This is an optimization exercise on Yosys and OpenROAD, whose aim is small area, a short achievable clock period and few clock cycles, not a production implementation.
At most, simulation tests tie the RTL to the original design; equivalence was not proved.
Power figures rest on the tool's default switching activity, not on a simulated workload.

==> inputs of v6 <==
==> flow/design.v <==
package jhd_pkg;
  localparam int NUM_LENGTHS = 16;
  localparam int MAX_SYMBOLS = 256;
  localparam int NRING = 8;
  localparam int RLEN  = 32;
  localparam logic [1:0] OP_CLEAR = 2'd0;
  localparam logic [1:0] OP_BYTE  = 2'd1;
  localparam logic [1:0] OP_BIT   = 2'd2;
  localparam logic [2:0] ST_SYMBOL     = 3'd0;
  localparam logic [2:0] ST_TABLE_DONE = 3'd1;
  localparam logic [2:0] ST_BAD_CODE   = 3'd2;
  localparam logic [2:0] ST_OVERFLOW   = 3'd3;
  localparam logic [2:0] ST_NOT_LOADED = 3'd4;
endpackage
module jhd_front (
  input  logic        clk,
  input  logic        rst_n,
  input  logic        in_valid,
  output logic        in_stall,
  input  logic [10:0] in_data,
  output logic        h_valid,
  output logic [10:0] h_cmd,
  input  logic        h_pop
);
  logic       hv_r, sv_r;
  logic [10:0] h_r, s_r;
  logic [10:0] cmd;
  logic       push;
  logic       h_free;
  always_comb begin
    cmd[10]  = (in_data[10:9] == jhd_pkg::OP_BIT);
    cmd[9]   = (in_data[10:9] == jhd_pkg::OP_BYTE);
    cmd[8]   = (in_data[10:9] == jhd_pkg::OP_CLEAR);
    cmd[7:0] = cmd[10] ? {7'd0, in_data[0]} : in_data[8:1];
  end
  assign in_stall = sv_r;
  assign push     = in_valid && !sv_r && (in_data[10:9] != 2'd3);
  assign h_free   = !hv_r || h_pop;
  assign h_valid  = hv_r;
  assign h_cmd    = h_r;
  always_ff @(posedge clk) begin
    if (!rst_n) begin
      hv_r <= 1'b0;
      sv_r <= 1'b0;
    end else begin
      if (h_free) begin
        hv_r <= sv_r || push;
        sv_r <= 1'b0;
      end else if (push) begin
        sv_r <= 1'b1;
      end
    end
  end
  always_ff @(posedge clk) begin
    if (h_free) begin
      h_r <= sv_r ? s_r : cmd;
    end
    if (!sv_r) begin
      s_r <= cmd;
    end
  end
endmodule
module jhd_back (
  input  logic        clk,
  input  logic        rst_n,
  input  logic        h_valid,
  input  logic [10:0] h_cmd,
  output logic        h_pop,
  output logic        out_valid,
  input  logic        out_stall,
  output logic [24:0] out_data
);
  localparam int NR = jhd_pkg::NRING;
  localparam int RL = jhd_pkg::RLEN;
  function automatic logic gt9(input logic [8:0] a, input logic [8:0] b);
    logic [8:0] g, l;
    logic [2:0] gg, ge;
    g = a & ~b;
    l = ~a & b;
    for (int i = 0; i < 3; i++) begin
      gg[i] = g[3*i+2] | (~l[3*i+2] & g[3*i+1]) | (~l[3*i+2] & ~l[3*i+1] & g[3*i]);
      ge[i] = ~(g[3*i+2] | l[3*i+2]) & ~(g[3*i+1] | l[3*i+1]) & ~(g[3*i] | l[3*i]);
    end
    gt9 = gg[2] | (ge[2] & gg[1]) | (ge[2] & ge[1] & gg[0]);
  endfunction
  logic        lcnt_r, lsym_r, ready_r;    
  logic [7:0]  idx_r;                      
  logic [9:0]  room_r;                     
  logic [8:0]  tl_r;                       
  logic        tlbig_r;                    
  logic        over_r;
  logic [4:0]  rot_r;                      
  logic [3:0]  crot_r;                     
  logic [15:0] nx_r;                       
  logic [8:0]  x_r;                        
  logic [8:0]  offs_r;                     
  logic [3:0]  len_r;
  logic [7:0]  ccur_r;                     
  logic [7:0]  c0_r;                       
  logic          wc_r;
  logic [NR-1:0] ws_r;
  logic [7:0]    wdata_r;
  logic          av_r, bv_r, ov_r;
  logic [2:0]    ast_r, bst_r, ost_r;
  logic [8:0]    aval_r, bval_r;
  logic          asym_r, bsym_r;
  logic [7:0]    as0_r;                    
  logic          ab_r;                     
  logic [RL-1:0] bj_r;                     
  logic [NR-1:0] bring_r;                  
  logic [7:0]    osym_r;
  logic [4:0]    olen_r;
  logic [8:0]    obytes_r;
  logic [NR-1:0][7:0] cand;
  logic [7:0]         sym;
  logic [16*8-1:0]    crg;
  logic [7:0]         cnx;
  always_comb begin
    sym = '0;
    for (int r = 0; r < NR; r++) sym = sym | (cand[r] & {8{bring_r[r]}});
  end
  for (genvar r = 0; r < NR; r++) begin : g_ring
    logic [RL*8-1:0] rg;
    always_ff @(posedge clk) begin
      rg <= {rg[RL*8-9:0], ws_r[r] ? wdata_r : rg[RL*8-1 -: 8]};
    end
    for (genvar b = 0; b < 8; b++) begin : g_bit
      logic [RL-1:0] col;
      for (genvar j = 0; j < RL; j++) begin : g_e
        assign col[j] = rg[j*8+b];
      end
      assign cand[r][b] = |(col & bj_r);
    end
  end
  always_ff @(posedge clk) begin
    crg <= {crg[16*8-9:0], wc_r ? wdata_r : crg[16*8-1 -: 8]};
  end
  for (genvar b = 0; b < 8; b++) begin : g_cbit
    logic [15:0] col;
    for (genvar j = 0; j < 16; j++) begin : g_e
      assign col[j] = crg[j*8+b];
    end
    assign cnx[b] = |(col & nx_r);
  end
  logic        k_clear, k_byte, k_bit;
  logic [7:0]  d;
  logic        b;
  logic        advance;
  logic        go;
  logic        fire;
  logic        is_cnt, is_sym;
  logic [8:0]  rem;
  logic [8:0]  tl_sub;
  logic        over_now;
  logic        big_now;
  logic        zero_now;
  logic        hit0, hit1, hit;
  logic [9:0]  sub0, sub1;
  logic [8:0]  xd;
  assign k_bit   = h_cmd[10];
  assign k_byte  = h_cmd[9];
  assign k_clear = h_cmd[8];
  assign d       = h_cmd[7:0];
  assign b       = h_cmd[0];
  assign advance = !(ov_r && out_stall);
  always_comb begin
    is_cnt = k_byte && lcnt_r;
    is_sym = k_byte && lsym_r;
    go = 1'b1;
    if (is_cnt) go = (idx_r[3:0] == 4'd0) || (crot_r == idx_r[3:0]);
    if (is_sym) go = (idx_r == 8'd0) || (rot_r == idx_r[4:0]);
  end
  assign fire  = h_valid && advance && go;
  assign h_pop = fire;
  always_comb begin
    rem      = room_r[8:0] - {1'b0, d};
    over_now = over_r || (!room_r[9] && gt9({1'b0, d}, room_r[8:0]));
    tl_sub   = tl_r - {1'b0, d};
    big_now  = tlbig_r || gt9({1'b0, d}, tl_r);
    zero_now = !tlbig_r && (tl_r == 9'(jhd_pkg::MAX_SYMBOLS)) && (d == 8'd0);
    hit0     = gt9({1'b0, ccur_r}, {x_r[7:0], 1'b0});
    hit1     = gt9({1'b0, ccur_r}, {x_r[7:0], 1'b1});
    hit      = !x_r[8] && (b ? hit1 : hit0);
    sub0     = {1'b0, x_r[7:0], 1'b0} - {2'd0, ccur_r};
    sub1     = {1'b0, x_r[7:0], 1'b1} - {2'd0, ccur_r};
    xd       = b ? sub1[8:0] : sub0[8:0];
  end
  logic        res_v;
  logic [2:0]  res_st;
  logic [8:0]  res_val;
  logic        res_sym;
  logic        dec_reset, dec_inc, cnt0;
  always_comb begin
    res_v     = 1'b0;
    res_st    = jhd_pkg::ST_NOT_LOADED;
    res_val   = 9'd0;
    res_sym   = 1'b0;
    dec_reset = 1'b0;
    dec_inc   = 1'b0;
    cnt0      = 1'b0;
    if (fire) begin
      if (k_clear) dec_reset = 1'b1;
      if (is_cnt) begin
        cnt0 = (idx_r[3:0] == 4'd0);
        if (idx_r[3:0] == 4'd15) begin
          if (over_now || big_now) begin
            res_v   = 1'b1;
            res_st  = jhd_pkg::ST_OVERFLOW;
            res_val = 9'd16;
          end else if (zero_now) begin
            res_v   = 1'b1;
            res_st  = jhd_pkg::ST_TABLE_DONE;
            res_val = 9'd16;
          end
        end
      end
      if (is_sym) begin
        if (tl_r == 9'd1) begin
          res_v   = 1'b1;
          res_st  = jhd_pkg::ST_TABLE_DONE;
          res_val = {1'b0, idx_r} + 9'd17;
        end
      end
      if (k_bit) begin
        res_v = 1'b1;
        if (!ready_r) begin
          res_st = jhd_pkg::ST_NOT_LOADED;
        end else if (hit) begin
          res_st    = jhd_pkg::ST_SYMBOL;
          res_val   = {5'd0, len_r} + 9'd1;
          res_sym   = 1'b1;
          dec_reset = 1'b1;
        end else if (len_r == 4'd15) begin
          res_st    = jhd_pkg::ST_BAD_CODE;
          res_val   = 9'd16;
          dec_reset = 1'b1;
        end else begin
          res_v   = 1'b0;
          dec_inc = 1'b1;
        end
      end
    end
  end
  always_ff @(posedge clk) begin
    if (!rst_n) begin
      lcnt_r   <= 1'b1;
      lsym_r   <= 1'b0;
      ready_r  <= 1'b0;
      idx_r    <= 8'd0;
      room_r   <= 10'd2;
      tl_r     <= 9'(jhd_pkg::MAX_SYMBOLS);
      tlbig_r  <= 1'b0;
      over_r   <= 1'b0;
      x_r      <= 9'd0;
      offs_r   <= 9'd0;
      len_r    <= 4'd0;
      wc_r     <= 1'b0;
      ws_r     <= '0;
    end else begin
      wc_r <= fire && is_cnt;
      ws_r <= '0;
      if (fire && is_sym) ws_r[idx_r[7:5]] <= 1'b1;
      if (fire && k_clear) begin
        lcnt_r   <= 1'b1;
        lsym_r   <= 1'b0;
        ready_r  <= 1'b0;
        idx_r    <= 8'd0;
        room_r   <= 10'd2;
        tl_r     <= 9'(jhd_pkg::MAX_SYMBOLS);
        tlbig_r  <= 1'b0;
        over_r   <= 1'b0;
      end
      if (fire && is_cnt) begin
        if (!room_r[9]) room_r <= {rem, 1'b0};
        tl_r    <= tl_sub;
        tlbig_r <= big_now;
        over_r  <= over_now;
        idx_r   <= {4'd0, idx_r[3:0] + 4'd1};
        if (idx_r[3:0] == 4'd15) begin
          lcnt_r <= 1'b0;
          tl_r   <= 9'(jhd_pkg::MAX_SYMBOLS) - tl_sub;
          if (!over_now && !big_now) begin
            if (zero_now) ready_r <= 1'b1;
            else          lsym_r  <= 1'b1;
          end
        end
      end
      if (fire && is_sym) begin
        idx_r <= idx_r + 8'd1;
        tl_r  <= tl_r - 9'd1;
        if (tl_r == 9'd1) begin
          lsym_r  <= 1'b0;
          ready_r <= 1'b1;
        end
      end
      if (dec_reset) begin
        x_r    <= 9'd0;
        offs_r <= 9'd0;
        len_r  <= 4'd0;
      end else if (dec_inc) begin
        x_r    <= {x_r[8] | xd[8], xd[7:0]};
        offs_r <= offs_r + {1'b0, ccur_r};
        len_r  <= len_r + 4'd1;
      end
    end
  end
  logic [3:0]  nx_rst;
  logic [15:0] nx_rst_oh;
  always_comb begin
    nx_rst = crot_r - 4'd2;
    nx_rst_oh = '0;
    nx_rst_oh[nx_rst] = 1'b1;
  end
  always_ff @(posedge clk) begin
    wdata_r <= d;
    crot_r  <= crot_r + 4'd1;
    rot_r   <= rot_r + 5'd1;
    if (fire && is_sym && idx_r == 8'd0) rot_r <= 5'd1;
    if (cnt0) begin
      crot_r <= 4'd1;
      nx_r   <= 16'h4000;
      c0_r   <= d;
      ccur_r <= d;
    end else if (dec_reset) begin
      nx_r   <= nx_rst_oh;
      ccur_r <= c0_r;
    end else if (dec_inc) begin
      ccur_r <= cnx;
    end else begin
      nx_r   <= {nx_r[14:0], nx_r[15]};
    end
  end
  logic [4:0]    q;
  logic [7:0]    s1;
  logic [RL-1:0] q_oh, j_oh;
  logic [NR-1:0] r0_oh, r1_oh;
  always_comb begin
    q            = rot_r - 5'd1 - as0_r[4:0];
    q_oh         = '0;
    q_oh[q]      = 1'b1;
    j_oh         = ab_r ? {q_oh[0], q_oh[RL-1:1]} : q_oh;
    s1           = as0_r + 8'd1;
    r0_oh        = '0;
    r0_oh[as0_r[7:5]] = 1'b1;
    r1_oh        = '0;
    r1_oh[s1[7:5]] = 1'b1;
  end
  always_ff @(posedge clk) begin
    if (!rst_n) begin
      av_r <= 1'b0;
      bv_r <= 1'b0;
      ov_r <= 1'b0;
    end else if (advance) begin
      av_r <= res_v;
      bv_r <= av_r;
      ov_r <= bv_r;
    end
  end
  always_ff @(posedge clk) begin
    if (advance) begin
      ast_r    <= res_st;
      aval_r   <= res_val;
      asym_r   <= res_sym;
      as0_r    <= offs_r[7:0] + {x_r[6:0], 1'b0};
      ab_r     <= b;
      bst_r    <= ast_r;
      bval_r   <= aval_r;
      bsym_r   <= asym_r;
      bj_r     <= j_oh;
      bring_r  <= ab_r ? r1_oh : r0_oh;
      ost_r    <= bst_r;
      osym_r   <= bsym_r ? sym : 8'd0;
      olen_r   <= (bst_r == jhd_pkg::ST_SYMBOL || bst_r == jhd_pkg::ST_BAD_CODE) ? bval_r[4:0] : 5'd0;
      obytes_r <= (bst_r == jhd_pkg::ST_TABLE_DONE || bst_r == jhd_pkg::ST_OVERFLOW) ? bval_r : 9'd0;
    end else begin
      bj_r     <= {bj_r[RL-2:0], bj_r[RL-1]};
    end
  end
  assign out_valid = ov_r;
  assign out_data  = {ost_r, osym_r, olen_r, obytes_r};
endmodule
module jpeg_huffman_decoder_core (
  input  logic          clk,
  input  logic          rst_n,
  input  logic          in_valid,
  output logic          in_stall,
  input  logic [10:0]   in_data,
  output logic          out_valid,
  input  logic          out_stall,
  output logic [24:0]   out_data
);
  logic       h_valid;
  logic [10:0] h_cmd;
  logic       h_pop;
  jhd_front u_front (
    .clk      (clk),
    .rst_n    (rst_n),
    .in_valid (in_valid),
    .in_stall (in_stall),
    .in_data  (in_data),
    .h_valid  (h_valid),
    .h_cmd    (h_cmd),
    .h_pop    (h_pop)
  );
  jhd_back u_back (
    .clk       (clk),
    .rst_n     (rst_n),
    .h_valid   (h_valid),
    .h_cmd     (h_cmd),
    .h_pop     (h_pop),
    .out_valid (out_valid),
    .out_stall (out_stall),
    .out_data  (out_data)
  );
endmodule
==> flow/run.sh <==
#!/bin/bash
# synth_recipe.tcl (not shown) runs the flow's synth.tcl, then flattens the netlist and writes it again
# the make line also repeats each setting of config.mk as NAME=value (left out here)
make -C /OpenROAD-flow-scripts/flow DESIGN_CONFIG=/design/flow/config.mk WORK_HOME=/design/flow/orfs CLKGATE_MAP_FILE= SYNTH_SCRIPT=/design/flow/synth_recipe.tcl finish
==> flow/config.mk <==
export PLATFORM = sky130hd
export DESIGN_NAME = jpeg_huffman_decoder_core
export DESIGN_NICKNAME = jpeg_huffman_decoder_core
export VERILOG_FILES = /design/flow/design.v
export SDC_FILE = /design/flow/constraint.sdc
export NUM_CORES = 4
export LEC_CHECK = 0
export CAP_MARGIN = 30
export CORE_MARGIN = 2
export CORE_UTILIZATION = 62
export CTS_CLUSTER_DIAMETER = 70
export CTS_CLUSTER_SIZE = 24
export PLACE_DENSITY = 0.78
export SETUP_SLACK_MARGIN = 4.1
export SLEW_MARGIN = 40
==> flow/constraint.sdc <==
create_clock -name core_clock -period 7.0 [get_ports {clk}]
set_input_delay 1.4000 -clock core_clock [delete_from_list [all_inputs] [get_ports {clk}]]
set_output_delay 1.4000 -clock core_clock [all_outputs]
set_load 0.01 [all_outputs]
==> v7: changes against v6 <==
--- a/flow/design.v
+++ b/flow/design.v
@@ -91,7 +91,7 @@
   logic        over_r;
   logic [4:0]  rot_r;                      
   logic [3:0]  crot_r;                     
-  logic [15:0] nx_r;                       
+  logic [3:0]  nx_r;                       
   logic [8:0]  x_r;                        
   logic [8:0]  offs_r;                     
   logic [3:0]  len_r;
@@ -115,7 +115,10 @@
   logic [7:0]         sym;
   logic [16*8-1:0]    crg;
   logic [7:0]         cnx;
+  logic [15:0]        nx_oh;
   always_comb begin
+    nx_oh = '0;
+    nx_oh[nx_r] = 1'b1;
     sym = '0;
     for (int r = 0; r < NR; r++) sym = sym | (cand[r] & {8{bring_r[r]}});
   end
@@ -140,7 +143,7 @@
     for (genvar j = 0; j < 16; j++) begin : g_e
       assign col[j] = crg[j*8+b];
     end
-    assign cnx[b] = |(col & nx_r);
+    assign cnx[b] = |(col & nx_oh);
   end
   logic        k_clear, k_byte, k_bit;
   logic [7:0]  d;
@@ -304,13 +307,6 @@
       end
     end
   end
-  logic [3:0]  nx_rst;
-  logic [15:0] nx_rst_oh;
-  always_comb begin
-    nx_rst = crot_r - 4'd2;
-    nx_rst_oh = '0;
-    nx_rst_oh[nx_rst] = 1'b1;
-  end
   always_ff @(posedge clk) begin
     wdata_r <= d;
     crot_r  <= crot_r + 4'd1;
@@ -318,16 +314,16 @@
     if (fire && is_sym && idx_r == 8'd0) rot_r <= 5'd1;
     if (cnt0) begin
       crot_r <= 4'd1;
-      nx_r   <= 16'h4000;
+      nx_r   <= 4'd14;
       c0_r   <= d;
       ccur_r <= d;
     end else if (dec_reset) begin
-      nx_r   <= nx_rst_oh;
+      nx_r   <= crot_r - 4'd2;
       ccur_r <= c0_r;
     end else if (dec_inc) begin
       ccur_r <= cnx;
     end else begin
-      nx_r   <= {nx_r[14:0], nx_r[15]};
+      nx_r   <= nx_r + 4'd1;
     end
   end
   logic [4:0]    q;
- CORE_UTILIZATION: 62 -> 45
- PLACE_DENSITY: 0.78 -> 0.6
==> v16: changes against v6 <==
--- a/flow/design.v
+++ b/flow/design.v
@@ -91,7 +91,7 @@
   logic        over_r;
   logic [4:0]  rot_r;                      
   logic [3:0]  crot_r;                     
-  logic [15:0] nx_r;                       
+  logic [3:0]  nx_r;                       
   logic [8:0]  x_r;                        
   logic [8:0]  offs_r;                     
   logic [3:0]  len_r;
@@ -115,7 +115,10 @@
   logic [7:0]         sym;
   logic [16*8-1:0]    crg;
   logic [7:0]         cnx;
+  logic [15:0]        nx_oh;
   always_comb begin
+    nx_oh = '0;
+    nx_oh[nx_r] = 1'b1;
     sym = '0;
     for (int r = 0; r < NR; r++) sym = sym | (cand[r] & {8{bring_r[r]}});
   end
@@ -140,7 +143,7 @@
     for (genvar j = 0; j < 16; j++) begin : g_e
       assign col[j] = crg[j*8+b];
     end
-    assign cnx[b] = |(col & nx_r);
+    assign cnx[b] = |(col & nx_oh);
   end
   logic        k_clear, k_byte, k_bit;
   logic [7:0]  d;
@@ -304,13 +307,6 @@
       end
     end
   end
-  logic [3:0]  nx_rst;
-  logic [15:0] nx_rst_oh;
-  always_comb begin
-    nx_rst = crot_r - 4'd2;
-    nx_rst_oh = '0;
-    nx_rst_oh[nx_rst] = 1'b1;
-  end
   always_ff @(posedge clk) begin
     wdata_r <= d;
     crot_r  <= crot_r + 4'd1;
@@ -318,16 +314,16 @@
     if (fire && is_sym && idx_r == 8'd0) rot_r <= 5'd1;
     if (cnt0) begin
       crot_r <= 4'd1;
-      nx_r   <= 16'h4000;
+      nx_r   <= 4'd14;
       c0_r   <= d;
       ccur_r <= d;
     end else if (dec_reset) begin
-      nx_r   <= nx_rst_oh;
+      nx_r   <= crot_r - 4'd2;
       ccur_r <= c0_r;
     end else if (dec_inc) begin
       ccur_r <= cnx;
     end else begin
-      nx_r   <= {nx_r[14:0], nx_r[15]};
+      nx_r   <= nx_r + 4'd1;
     end
   end
   logic [4:0]    q;
- CORE_UTILIZATION: 62 -> 45
- CTS_CLUSTER_SIZE: 24 -> 30
- PLACE_DENSITY: 0.78 -> 0.6
==> v22: changes against v6 <==
--- a/flow/design.v
+++ b/flow/design.v
@@ -97,9 +97,9 @@
   logic [3:0]  len_r;
   logic [7:0]  ccur_r;                     
   logic [7:0]  c0_r;                       
-  logic          wc_r;
-  logic [NR-1:0] ws_r;
-  logic [7:0]    wdata_r;
+  logic          wc;
+  logic [NR-1:0] ws;
+  logic [7:0]    d;                        
   logic          av_r, bv_r, ov_r;
   logic [2:0]    ast_r, bst_r, ost_r;
   logic [8:0]    aval_r, bval_r;
@@ -122,7 +122,7 @@
   for (genvar r = 0; r < NR; r++) begin : g_ring
     logic [RL*8-1:0] rg;
     always_ff @(posedge clk) begin
-      rg <= {rg[RL*8-9:0], ws_r[r] ? wdata_r : rg[RL*8-1 -: 8]};
+      rg <= {rg[RL*8-9:0], ws[r] ? d : rg[RL*8-1 -: 8]};
     end
     for (genvar b = 0; b < 8; b++) begin : g_bit
       logic [RL-1:0] col;
@@ -133,7 +133,7 @@
     end
   end
   always_ff @(posedge clk) begin
-    crg <= {crg[16*8-9:0], wc_r ? wdata_r : crg[16*8-1 -: 8]};
+    crg <= {crg[16*8-9:0], wc ? d : crg[16*8-1 -: 8]};
   end
   for (genvar b = 0; b < 8; b++) begin : g_cbit
     logic [15:0] col;
@@ -143,7 +143,6 @@
     assign cnx[b] = |(col & nx_r);
   end
   logic        k_clear, k_byte, k_bit;
-  logic [7:0]  d;
   logic        b;
   logic        advance;
   logic        go;
@@ -173,6 +172,11 @@
   assign fire  = h_valid && advance && go;
   assign h_pop = fire;
   always_comb begin
+    wc = fire && is_cnt;
+    ws = '0;
+    if (fire && is_sym) ws[idx_r[7:5]] = 1'b1;
+  end
+  always_comb begin
     rem      = room_r[8:0] - {1'b0, d};
     over_now = over_r || (!room_r[9] && gt9({1'b0, d}, room_r[8:0]));
     tl_sub   = tl_r - {1'b0, d};
@@ -254,12 +258,7 @@
       x_r      <= 9'd0;
       offs_r   <= 9'd0;
       len_r    <= 4'd0;
-      wc_r     <= 1'b0;
-      ws_r     <= '0;
     end else begin
-      wc_r <= fire && is_cnt;
-      ws_r <= '0;
-      if (fire && is_sym) ws_r[idx_r[7:5]] <= 1'b1;
       if (fire && k_clear) begin
         lcnt_r   <= 1'b1;
         lsym_r   <= 1'b0;
@@ -307,18 +306,17 @@
   logic [3:0]  nx_rst;
   logic [15:0] nx_rst_oh;
   always_comb begin
-    nx_rst = crot_r - 4'd2;
+    nx_rst = crot_r - 4'd1;
     nx_rst_oh = '0;
     nx_rst_oh[nx_rst] = 1'b1;
   end
   always_ff @(posedge clk) begin
-    wdata_r <= d;
     crot_r  <= crot_r + 4'd1;
     rot_r   <= rot_r + 5'd1;
     if (fire && is_sym && idx_r == 8'd0) rot_r <= 5'd1;
     if (cnt0) begin
       crot_r <= 4'd1;
-      nx_r   <= 16'h4000;
+      nx_r   <= 16'h8000;
       c0_r   <= d;
       ccur_r <= d;
     end else if (dec_reset) begin
@@ -335,7 +333,7 @@
   logic [RL-1:0] q_oh, j_oh;
   logic [NR-1:0] r0_oh, r1_oh;
   always_comb begin
-    q            = rot_r - 5'd1 - as0_r[4:0];
+    q            = rot_r - as0_r[4:0];
     q_oh         = '0;
     q_oh[q]      = 1'b1;
     j_oh         = ab_r ? {q_oh[0], q_oh[RL-1:1]} : q_oh;
- CORE_UTILIZATION: 62 -> 68
- PLACE_DENSITY: 0.78 -> 0.85
==> run notes <==
metric	v16	v22	v6	v7
Outcome	no timing/DRC/antenna violations	no timing/DRC/antenna violations	no timing/DRC/antenna violations	no timing/DRC/antenna violations
Post-layout power	23.7 mW	22.4 mW	22.6 mW	23.2 mW
Multiplexer share of the synthesized area	0.0146	0.0120	0.0161	0.0146
DRT met1 WL	91.2 mm	74.4 mm	76.6 mm	91.5 mm
Register-to-Register Setup Slack	4.07 ns	3.95 ns	4.08 ns	4.11 ns
CTS resizes	144	144	102	121
Final GP Congestion	0.887	0.902	0.869	0.887
Cell row count	143	116	121	143
Cell type of the slowest stage on the worst timing path	edfxtp_1	o41ai_2	edfxtp_1	edfxtp_1
Inverters excl. clock	92	91	90	92
Sequential cell count	2402	2397	2414	2402
# Taps	2030	1298	1476	2030
Total combinational power	1.22 mW	0.993 mW	0.825 mW	1.24 mW
Worst-case hold path end point	u_back.g_ring[3].rg[105]	u_back.g_ring[2].rg[176]	u_back.g_ring[1].rg[173]	u_back.g_ring[3].rg[22]
Post-DP Area	71600 um2	69800 um2	70100 um2	71600 um2
Final-layout clock-cell area share	0.0540	0.0428	0.0451	0.0482
Area used by multi-input combinational logic	18900 um2	18600 um2	17900 um2	18900 um2
Via count normalized by instance count	6.04	7.07	6.65	6.07
Layout cell share with drive strength beyond 1	0.106	0.0888	0.0808	0.0983
Count of fill cells added during filler insertion	12.9k	5700	7505	13.0k
Testbench counts of v6, summed over its fixed seeds: cycles 47,721.
Testbench counts of v7, summed over its fixed seeds: cycles 47,721.
Testbench counts of v16, summed over its fixed seeds: cycles 47,721.
For v22, only the layout was checked, not whether the RTL still works.

## what the ideal ports hide
The flow's constraints put no driver on any port. The routed layouts listed below were extracted and timed again, unchanged, in two steps.
Step 1: set_driving_cell puts a clkbuf_16 on clk and a buf_2 on each other input, an assumption about the parent block.
Step 2 times the ports against the registers' clock, not the clock port: input delays grow and output delays shrink by t, the midpoint of the rising clock arrivals with the driver on.
Three values: ideal, step 1, step 2; two values: the first two.
run	shift t [ns]	setup slack, ns	pins driven straight from the clock port
v6	0.804	4.056 / 3.980 / 3.379	1
v7	0.850	3.988 / 3.908 / 3.573	1
v16	0.861	4.034 / 3.955 / 3.587	1
v22	0.820	3.955 / 3.955 / 3.378	1
After both steps every run listed still meets setup and hold. For v6, which loses most, drivers alone change the setup slack by -0.076 ns; drivers and shift together by -0.677 ns.
